From an optimization exercise on the open Yosys and OpenROAD flow, aimed at small area; shortcuts taken in it are not production practice.
The RTL was checked by simulation tests, not by an equivalence proof against the original design.

== job 103 ==
==> flow/design.v (excerpt) <==
module raster_core #(
  parameter int XW = 7,
  parameter int YW = 6,
  parameter int CW = 6,
  parameter int DW = 3
) (
  input  logic            clk,
  input  logic            rst_n,
  input  logic            frame_start_in,
  input  logic            px_valid_in,
  input  logic [XW-1:0]   px_x_in,
  input  logic [YW-1:0]   px_y_in,
  input  logic [CW-1:0]   bg_color_in,
  input  logic [2*CW-1:0] poly_color_in,
  input  logic [2*XW-1:0] v0_x_in,
  input  logic [2*XW-1:0] v1_x_in,
  input  logic [2*XW-1:0] v2_x_in,
  input  logic [2*YW-1:0] v0_y_in,
  input  logic [2*YW-1:0] v1_y_in,
  input  logic [2*YW-1:0] v2_y_in,
  input  logic [2*DW-1:0] poly_depth_in,
  input  logic            en_screen_in,
  input  logic [1:0]      poly_enable_in,
  output logic [CW-1:0]   color_out,
  output logic            color_valid_out
);
Size: about 1700 cells after synthesis, roughly 130 I/O pins, roughly 20000 um^2 of cells after synthesis.
export LEC_CHECK = 0
export CAP_MARGIN = 20
export CORE_MARGIN = 2
export CORE_UTILIZATION = 60
export PLACE_DENSITY = 0.75
export SLEW_MARGIN = 20
create_clock -name core_clock -period 8.0 [get_ports {clk}]
standard.sh (not shown) runs the stock make flow with config.mk's settings and CLKGATE_MAP_FILE= SYNTH_SCRIPT=/design/flow/synth_recipe.tcl, a recipe that flattens the netlist after the stock synthesis.
==> flow/flow/run.sh <==
#!/bin/bash
# Standard layout, with these changes:
#  - synthesis places the design's rc_fa / rc_ha adder cells directly as library
#    full / half adders (flow/premap.tcl, run right after the design is read);
#  - synthesis keeps yosys's default Brent-Kung carry chains (SYNTH_OPERATIONS_ARGS
#    set, so the Kogge-Stone map is not added);
#  - every port still gets its buffer, a buf_1;
#  - clock tree options below.
set -euo pipefail
bash standard.sh SYNTH_CANONICALIZE_TCL="$PWD/flow/premap.tcl" \
  SYNTH_OPERATIONS_ARGS=-noshare \
  BUFFER_PORTS_ARGS="-buffer_cell sky130_fd_sc_hd__buf_1" \
  CTS_ARGS="-sink_clustering_enable -repair_clock_nets -buf_list sky130_fd_sc_hd__clkbuf_8 -dont_use_dummy_load" finish > standard.log 2>&1
==> flow/flow/fa_map.v <==
// Map the design's adder cells straight onto the library's adder cells.
module rc_fa (input a, b, c, output s, co);
  sky130_fd_sc_hd__fa_1 _TECHMAP_REPLACE_ (.A(a), .B(b), .CIN(c), .SUM(s), .COUT(co));
endmodule

module rc_ha (input a, b, output s, co);
  sky130_fd_sc_hd__ha_1 _TECHMAP_REPLACE_ (.A(a), .B(b), .SUM(s), .COUT(co));
endmodule
==> flow/flow/premap.tcl <==
# Run after the design is read: place the design's rc_fa / rc_ha adder cells
# as library full / half adders, so the rest of synthesis keeps them as they are.
techmap -map [file join [file dirname [info script]] fa_map.v] t:rc_fa t:rc_ha
Job 103: flow completed, timing, DRC and antenna clean
The following lists how job 101 was set up differently from job 103:
--- a/flow/config.mk
+++ b/flow/config.mk
@@ -9,4 +9,5 @@
 export CORE_MARGIN = 2
 export CORE_UTILIZATION = 60
+export GPL_ROUTABILITY_DRIVEN = 0
 export PLACE_DENSITY = 0.75
 export SLEW_MARGIN = 20
Between job 101 and job 103, the area after detailed placement does not differ in any meaningful way.
| synthesis-to-layout area growth | job 103 vs job 101 | ≈ equal |
Status: clock-pin slew on the worst setup and hold paths parity (job 101, job 103)
Route | job 101 vs job 103 | wire shorter in job 101

---

Another version of the RTL of raster_core (not shown whole).
Size: roughly 1600 cells after synthesis, ~180 flip-flops, ~130 I/O pins, ~0.021 mm^2 of cells after synthesis.
==> flow/config.mk <==
export PLATFORM = sky130hd
export DESIGN_NAME = raster_core
export DESIGN_NICKNAME = raster_core
export VERILOG_FILES = /design/flow/design.v
export SDC_FILE = /design/flow/constraint.sdc
export NUM_CORES = 4
export LEC_CHECK = 0
export CAP_MARGIN = 20
export CORE_MARGIN = 2
export CORE_UTILIZATION = 60
export PLACE_DENSITY = 0.75
export SLEW_MARGIN = 20
==> flow/constraint.sdc <==
create_clock -name core_clock -period 8.0 [get_ports {clk}]
set_input_delay 1.6000 -clock core_clock [delete_from_list [all_inputs] [get_ports {clk}]]
set_output_delay 1.6000 -clock core_clock [all_outputs]
set_load 0.01 [all_outputs]
Scripts as last shown in full above: flow/flow/run.sh, flow/flow/fa_map.v, flow/flow/premap.tcl
The first run produced a clean layout.
==> next run, changes <==
Settings changed: CORE_UTILIZATION 60 to 40, GPL_TIMING_DRIVEN from default to 0, PLACE_DENSITY 0.75 to default.
- The changed run finished with timing, DRC and antenna clean
- setup slack loses 260 ps
- routed wire length rises by 3.2%
- final area rose by 3.0%
- critical path depth climbs by 1
- worst hold slack gets worse by 17 ps
- clock skew stays flat
- area after synthesis does not change
- utilization falls by 20 points
- synthesized cell count stays the same
==> next run, changes <==
==> flow/flow/run.sh (replaced) <==
#!/bin/bash
# Standard layout, except that synthesis places the design's rc_fa / rc_ha adder
# cells directly as library full / half adders (flow/premap.tcl, run right after
# the design is read), instead of flattening them and re-extracting adders.
set -euo pipefail
bash standard.sh SYNTH_CANONICALIZE_TCL="$PWD/flow/premap.tcl" finish > standard.log 2>&1
Settings changed: GPL_TIMING_DRIVEN 0 to default.
Non-clock buffer count decreases by 30.
Register-to-register slack is better by 400 ps.
Worst hold slack is about the same.
Routed wire length increases by 5.3%.
Via count increases by 4.7%.
Maximum frequency increases by 5.4%.
Final cell count increases by 3.5%.
Worst setup slack is better by 400 ps.
Sequential share of layout area decreases by 1.1 points.
==> next run, changes <==
==> flow/flow/run.sh (replaced) <==
#!/bin/bash
# Standard layout, with these changes:
#  - synthesis places the design's rc_fa / rc_ha adder cells directly as library
#    full / half adders (flow/premap.tcl, run right after the design is read);
#  - synthesis keeps yosys's default Brent-Kung carry chains (SYNTH_OPERATIONS_ARGS
#    set, so the Kogge-Stone map is not added);
#  - every port still gets its buffer, a buf_1;
#  - clock tree options below.
set -euo pipefail
bash standard.sh SYNTH_CANONICALIZE_TCL="$PWD/flow/premap.tcl" \
  SYNTH_OPERATIONS_ARGS=-noshare \
  BUFFER_PORTS_ARGS="-buffer_cell sky130_fd_sc_hd__buf_1" \
  CTS_ARGS="-sink_clustering_enable -repair_clock_nets -buf_list sky130_fd_sc_hd__clkbuf_8 -sink_clustering_size 30 -dont_use_dummy_load" finish > standard.log 2>&1
Settings changed: CORE_UTILIZATION 40 to 60, PLACE_DENSITY from default to 0.75.
Outcome: The new run completed with no timing, DRC or antenna violations; non-clock buffer count goes up by 7; register-to-register slack got worse by 140 ps; routed wire length went down by 7.9%; cell area went down by 7.3%; final cell count is lower by about 13%; utilization increases by 19 points.
==> next run, changes <==
--- a/flow/flow/run.sh
+++ b/flow/flow/run.sh
@@ -12,2 +12,2 @@
   BUFFER_PORTS_ARGS="-buffer_cell sky130_fd_sc_hd__buf_1" \
-  CTS_ARGS="-sink_clustering_enable -repair_clock_nets -buf_list sky130_fd_sc_hd__clkbuf_8 -sink_clustering_size 30 -dont_use_dummy_load" finish > standard.log 2>&1
+  CTS_ARGS="-sink_clustering_enable -repair_clock_nets -buf_list sky130_fd_sc_hd__clkbuf_8 -dont_use_dummy_load" finish > standard.log 2>&1
Settings changed: CORE_UTILIZATION 60 to 50, PLACE_DENSITY 0.75 to default.
Result: Maximum frequency is about the same. Die area rises by 20%. Routed wire length rose by 4.1%. Non-clock buffer count goes up by 1. Critical path depth climbs by 3. Final area grows by 0.43%. Worst setup slack gets better by 11 ps. Sequential share of layout area is about the same.

## separate check: timing with driven ports
The flow's constraints put no driver on any port. The routed layouts listed below were extracted and timed again, unchanged, in two steps.
Step 1, drivers: a clkbuf_16 drives clk and a buf_2 each remaining input, both assumed.
Step 2 moves the port delays by t, midway between the first and last clock arrival at a register: inputs arrive t later, outputs are due t later. That takes back most of the time a late clock gives input paths.
a / b / c = ideal / step 1 / step 2; a / b = the first two.
run	t (ns)	setup slack, ns	worst data-port slew with drivers (ns)
job 103	0.504	0.455 / 0.455 / 0.455	0.06
job 101	0.503	0.477 / 0.477 / 0.477	0.06
the first run of note 2	0.537	0.490 / 0.490 / 0.490	0.12
the second run of note 2	0.540	0.231 / 0.231 / 0.231	0.12
the third run of note 2	0.504	0.630 / 0.630 / 0.630	0.13
the fourth run of note 2	0.537	0.490 / 0.490 / 0.490	0.12
the fifth run of note 2	0.551	0.501 / 0.501 / 0.501	0.13
After both steps setup and hold are still met in every run listed.
